Context: an optimization exercise on an open-source flow, tuned for small area. The choices shown serve that exercise and are no tape-out recipe. At most, simulation tests tie the RTL to the original design; equivalence was not proved. Power and IR drop assume default switching activity. No driver is modelled on the clock port, so clocking that relies on it looks cheaper here than on a real chip.

==> flow/design.v (excerpt) <==
module mvm_host_driver #(
  parameter int unsigned K          = mvm_pkg::K_DEF,
  parameter int unsigned P          = mvm_pkg::P_DEF,
  parameter int unsigned B          = mvm_pkg::B_DEF,
  parameter int unsigned RES_OFFSET = 2,
  parameter int unsigned TIMEOUT    = 1023
) (
  input  logic             clk,
  input  logic             reset,
  input  logic             cmd_valid,
  output logic             cmd_ready,
  input  logic [1:0]       cmd_op,
  input  logic             in_valid,
  output logic             in_ready,
  input  logic [B-1:0]     in_data,
  output logic             res_valid,
  input  logic             res_ready,
  output logic [2*B-1:0]   res_data,
  output logic             busy,
  output logic             timeout_err,
  output logic             mvm_loadMatrix,
  output logic             mvm_loadVector,
  output logic             mvm_start,
  output logic [B-1:0]     mvm_data,
  input  logic             mvm_done,
  input  logic [2*B-1:0]   mvm_result
);
  localparam int unsigned RW    = 2 * B;
  localparam int unsigned DEPTH = K * P;
  localparam int unsigned NR    = DEPTH / 8;
  localparam int unsigned CMAX  = (TIMEOUT > DEPTH + 1) ? TIMEOUT : DEPTH + 1;
  localparam int unsigned CW    = $clog2(CMAX + 1);
  logic idle_q, fill_q, ldm_q, ldv_q, bm_q, bv_q, gap_q, wait_q, start_q, cap_q, drain_q;
  logic busy_q, err_q;
  logic mat_q;               
  logic [CW-1:0] cnt_q;      
  logic cmd_fire, pop, arm, inc, last_word, clr;
  logic pm, arr, pop_ev, pend_any, do_s;
  logic [1:0] phi_q, o_q, src;
  logic [3:1] pend_q, pend_d;
  logic fill_end, burst_end, gap_end, wait_done, wait_to, cap_end, drain_end;
  logic burst, fill_d, burst_d, gap_d, wait_d, cap_d, drain_d, busy_d;
  logic [B-1:0]  tap_a, tap_b;
  assign cmd_fire  = cmd_valid & idle_q;
  assign pop       = drain_q & res_ready;
  assign arm       = ldm_q | ldv_q;
  assign burst     = bm_q | bv_q;
  assign inc       = ~((fill_q & ~in_valid) | arm | (drain_q & ~res_ready));
  localparam int unsigned KB = $clog2(K);
  ...
clock: 5.0 ns
lec_check: 0
cap_margin: 20
core_margin: 2
core_utilization: 75
slew_margin: 20
synth_hierarchical: 1
standard.sh (not shown) runs the stock make flow with config.mk's settings and CLKGATE_MAP_FILE= SYNTH_SCRIPT=/design/flow/synth_recipe.tcl, a recipe that flattens the netlist after the stock synthesis.
==> flow/flow/run.sh <==
#!/bin/bash
# Standard layout, with smaller port buffers and a coarser clock tree without dummy loads.
set -euo pipefail
export BUFFER_PORTS_ARGS="-buffer_cell sky130_fd_sc_hd__buf_1"
export CTS_ARGS="-sink_clustering_enable -repair_clock_nets -sink_clustering_size 33 -sink_clustering_max_diameter 70 -buf_list sky130_fd_sc_hd__clkbuf_16 -dont_use_dummy_load"
bash standard.sh > standard.log 2>&1
Next try:
==> flow/flow/run.sh (replaced) <==
#!/bin/bash
# Standard layout, with smaller port buffers and a coarser clock tree without dummy loads.
set -euo pipefail
export BUFFER_PORTS_ARGS="-buffer_cell sky130_fd_sc_hd__buf_1"
export CTS_ARGS="-sink_clustering_enable -repair_clock_nets -sink_clustering_size 30 -sink_clustering_max_diameter 80 -buf_list sky130_fd_sc_hd__clkbuf_16 -dont_use_dummy_load"
bash standard.sh > standard.log 2>&1
CORE_UTILIZATION = 65   (was 75)
Critical path depth does not change.
Total power hardly moves.
Synthesized cell count does not change.
Setup slack gains 0.021 ns.
Hold slack is about the same.
Sequential share of layout area is lower by 0.38 points.
Wire length drops by a few percent.
Final area grows slightly.
Cell count came out higher by a few percent.
First-iteration DRC count shrinks by a few percent.
Combinational power goes down slightly.
Next try:
==> flow/flow/run.sh (replaced) <==
#!/bin/bash
# Standard layout, with smaller port buffers and a coarser clock tree without dummy loads.
set -euo pipefail
export BUFFER_PORTS_ARGS="-buffer_cell sky130_fd_sc_hd__buf_1"
export CTS_ARGS="-sink_clustering_enable -repair_clock_nets -sink_clustering_size 36 -sink_clustering_max_diameter 60 -buf_list sky130_fd_sc_hd__clkbuf_16 -dont_use_dummy_load"
bash standard.sh > standard.log 2>&1
CORE_UTILIZATION = 80   (was 65)
PLACE_DENSITY = 0.85   (was unset)
Utilization increases by 16 points.
Synthesized cell count stays the same.
Sequential power stays flat.
Design area decreases slightly.
Via count rose by a few percent.
Non-clock buffer count shrinks by 6.
Sequential share of layout area rises by 0.52 points.
Worst setup slack is worse by 0.050 ns.
Count of clock-buffer cells in the layout falls by 2.

---

Setup of run A:
Another version of the RTL of mvm_host_driver (not shown whole).
Size: ~1,500 cells after synthesis, roughly 1,300 flip-flops, roughly 41,000 um^2 of cells after synthesis.
## mvm_host_driver
module mvm_host_driver #(
  parameter int unsigned K          = mvm_pkg::K_DEF,
  parameter int unsigned P          = mvm_pkg::P_DEF,
  parameter int unsigned B          = mvm_pkg::B_DEF,
  parameter int unsigned RES_OFFSET = 2,
  parameter int unsigned TIMEOUT    = 1023
) (
  input  logic             clk,
  input  logic             reset,
  input  logic             cmd_valid,
  output logic             cmd_ready,
  input  logic [1:0]       cmd_op,
  input  logic             in_valid,
  output logic             in_ready,
  input  logic [B-1:0]     in_data,
  output logic             res_valid,
  input  logic             res_ready,
  output logic [2*B-1:0]   res_data,
  output logic             busy,
  output logic             timeout_err,
  output logic             mvm_loadMatrix,
  output logic             mvm_loadVector,
  output logic             mvm_start,
  output logic [B-1:0]     mvm_data,
  input  logic             mvm_done,
  input  logic [2*B-1:0]   mvm_result
);
Settings: LEC_CHECK=0, CAP_MARGIN=20, CORE_MARGIN=2, CORE_UTILIZATION=65, CTS_BUF_LIST=sky130_fd_sc_hd__clkbuf_16, CTS_CLUSTER_DIAMETER=80, CTS_CLUSTER_SIZE=30, SLEW_MARGIN=20; clock period 5.0 ns.
run.sh (not shown) runs the stock make flow with config.mk's settings and CLKGATE_MAP_FILE= SYNTH_SCRIPT=/design/flow/synth_recipe.tcl, a recipe that flattens the netlist after the stock synthesis.
Stock flow here: none of the scripts above is used.
Run A finished every step from synthesis to the final layout, and the layout passed the timing, design-rule and antenna checks.
What run B does differently from run A at the input level:
- changing CORE_UTILIZATION from 65 to 40
- removing CTS_CLUSTER_SIZE (formerly 30)
- removing CTS_CLUSTER_DIAMETER (formerly 80)
- removing CTS_BUF_LIST (formerly sky130_fd_sc_hd__clkbuf_16)
[summary]
Count of clock-buffer cells in the layout went up by more than 100% going from run A to run B.
The run showing the greater multi-input combinational area share is run A.
Taking run A as the reference point, the non-clock buffer count of run B falls by 3.
Taking run A as the reference point, the maximum fanout count along the critical path of run B rises by 8.
When the final numbers for run B and run A were put side by side, the combinational power turned out to be smaller in run A.
Power: run B draws more than run A
On remaining antenna violation count, run B and run A are basically level.
Flip-flop and latch share of the layout cell area sits lower in run B than in run A.
Relative to run A, least setup slack across all paths after layout has increased by 0.42 ns in run B.
Going from run A to run B, the internal power was found to have gone up by 0.0037 W.
--- input diff run B..run C ---
- putting CTS_CLUSTER_SIZE at 24 where nothing was set
- putting CTS_BUF_LIST at sky130_fd_sc_hd__clkbuf_16 where nothing was set
- swapping 40 for 65 in CORE_UTILIZATION
- putting CTS_CLUSTER_DIAMETER at 60 where nothing was set
### Flow results
Compared run C vs run B, and total met3 wirelength after detailed routing is down in run C. Minimum hold slack on run C is ahead of run B. | end-of-flow core utilization | run C vs run B | 25 points higher |. Run B → run C: number of clock buffers in the layout down 53%, minimum setup slack in the final design lower, net load switching power has decreased, final critical path time including I/O delays and setup increased 0.40 ns.

---

mvm_host_driver, a different RTL version from the one above (not shown whole).
Size: ~1,300 flip-flops, roughly 140 I/O pins, ~36,000 um2 of cells after synthesis.
==> flow/config.mk <==
export PLATFORM = sky130hd
export DESIGN_NAME = mvm_host_driver
export DESIGN_NICKNAME = mvm_host_driver
export VERILOG_FILES = /design/flow/design.v
export SDC_FILE = /design/flow/constraint.sdc
export NUM_CORES = 4
export LEC_CHECK = 0
export CAP_MARGIN = 20
export CORE_MARGIN = 2
export CORE_UTILIZATION = 65
export SLEW_MARGIN = 20
export SYNTH_HIERARCHICAL = 1
==> flow/constraint.sdc <==
create_clock -name core_clock -period 5.0 [get_ports {clk}]
set_input_delay 1.0000 -clock core_clock [delete_from_list [all_inputs] [get_ports {clk}]]
set_output_delay 1.0000 -clock core_clock [all_outputs]
set_load 0.01 [all_outputs]
standard.sh (not shown) runs the stock make flow with config.mk's settings and CLKGATE_MAP_FILE= SYNTH_SCRIPT=/design/flow/synth_recipe.tcl, a recipe that flattens the netlist after the stock synthesis.
==> flow/flow/run.sh <==
#!/bin/bash
# Standard layout, with smaller port buffers and a coarser clock tree without dummy loads.
set -euo pipefail
export BUFFER_PORTS_ARGS="-buffer_cell sky130_fd_sc_hd__buf_1"
export CTS_ARGS="-sink_clustering_enable -repair_clock_nets -sink_clustering_size 36 -sink_clustering_max_diameter 70 -buf_list sky130_fd_sc_hd__clkbuf_16 -dont_use_dummy_load"
bash standard.sh > standard.log 2>&1
The starting point passed the timing, design-rule and antenna checks.
==> next run, changes <==
==> flow/flow/run.sh (replaced) <==
#!/bin/bash
# Standard layout, with smaller port buffers and a coarser clock tree without dummy loads.
set -euo pipefail
export BUFFER_PORTS_ARGS="-buffer_cell sky130_fd_sc_hd__buf_1"
export CTS_ARGS="-sink_clustering_enable -repair_clock_nets -sink_clustering_size 30 -sink_clustering_max_diameter 80 -buf_list sky130_fd_sc_hd__clkbuf_16 -dont_use_dummy_load"
bash standard.sh > standard.log 2>&1
Outcome: Power grows slightly; routed wire length stays flat; via count shrinks slightly; final area stays flat; worst setup slack is worse by 36 ps; area after synthesis is unchanged; cell count hardly moves; global-route usage barely changes.
Function was not checked in any run of this note: the RTL went through the layout flow alone.

---

mvm_host_driver, a different RTL version from the one above (not shown whole).
Size: roughly 1500 cells after synthesis, about 1300 flip-flops, ~41000 sq um of cells after synthesis.
export LEC_CHECK = 0
export CAP_MARGIN = 20
export CORE_MARGIN = 2
export CORE_UTILIZATION = 65
export SLEW_MARGIN = 20
create_clock -name core_clock -period 5.0 [get_ports {clk}]
==> flow/flow/run.sh <==
#!/bin/bash
# Standard layout, with smaller port buffers and a coarser clock tree without dummy loads.
set -euo pipefail
export BUFFER_PORTS_ARGS="-buffer_cell sky130_fd_sc_hd__buf_1"
export CTS_ARGS="-sink_clustering_enable -repair_clock_nets -sink_clustering_size 30 -sink_clustering_max_diameter 80 -buf_list sky130_fd_sc_hd__clkbuf_16 -dont_use_dummy_load"
bash standard.sh > standard.log 2>&1
==> next run, changes <==
==> flow/flow/run.sh (replaced) <==
#!/bin/bash
# Standard layout, with smaller port buffers and a coarser clock tree without dummy loads.
set -euo pipefail
export BUFFER_PORTS_ARGS="-buffer_cell sky130_fd_sc_hd__buf_1"
export CTS_ARGS="-sink_clustering_enable -repair_clock_nets -sink_clustering_size 40 -sink_clustering_max_diameter 60 -buf_list sky130_fd_sc_hd__clkbuf_16 -dont_use_dummy_load"
bash standard.sh > standard.log 2>&1
- CORE_UTILIZATION: 65 -> 75
Result: Core utilization increases by 10 points; die area decreases by 13%; via count hardly moves; worst setup slack is better by 0.11 ns; cell count decreases by 5.5%; routed wire length increases by 2.2%; register-to-register slack is better by 0.08 ns; cell area decreases by 0.44%.

==> re-timing with driven ports <==
No port has a modelled driver above. Below, the same layouts with a new extraction and two added sets of constraints. Step 1 (the two cells are an assumption about what drives the block):
set clk [get_ports {clk}]
set_driving_cell -lib_cell sky130_fd_sc_hd__clkbuf_16 $clk
set_driving_cell -lib_cell sky130_fd_sc_hd__buf_2 [delete_from_list [all_inputs] $clk]
Step 2 adds t to the input delays and takes it off the output delays; t is the mean of the earliest and latest rising clock arrival at the registers after step 1. Input paths then give back, and output paths get back, about the clock's delay inside the block. Three values: no drivers, after step 1, after step 2; two values: the first two.
run | shift t [ns] | slack for setup (ns) | worst data-port slew with drivers (ns)
the first run of note 1 | 0.659 | 0.919 / 0.858 / 1.454 | 0.11
the second run of note 1 | 0.658 | 0.940 / 0.882 / 1.414 | 0.11
the third run of note 1 | 0.656 | 0.891 / 0.834 / 1.252 | 0.11
run A | 0.673 | 1.104 / 1.044 / 1.360 | 0.07
run B | 0.762 | 1.520 / 1.459 / 1.527 | 0.12
run C | 0.665 | 1.119 / 1.059 / 1.346 | 0.07
the first run of note 3 | 0.655 | 1.269 / 1.212 / 1.546 | 0.05
the second run of note 3 | 0.659 | 1.233 / 1.175 / 1.550 | 0.06
the first run of note 4 | 0.669 | 1.801 / 1.738 / 1.366 | 0.05
the second run of note 4 | 0.662 | 1.906 / 1.849 / 1.476 | 0.09
After both steps every run listed still meets setup and hold. The setup slack of the first run of note 4, which loses most, moves by -0.063 ns with the drivers and by -0.435 ns with both steps.
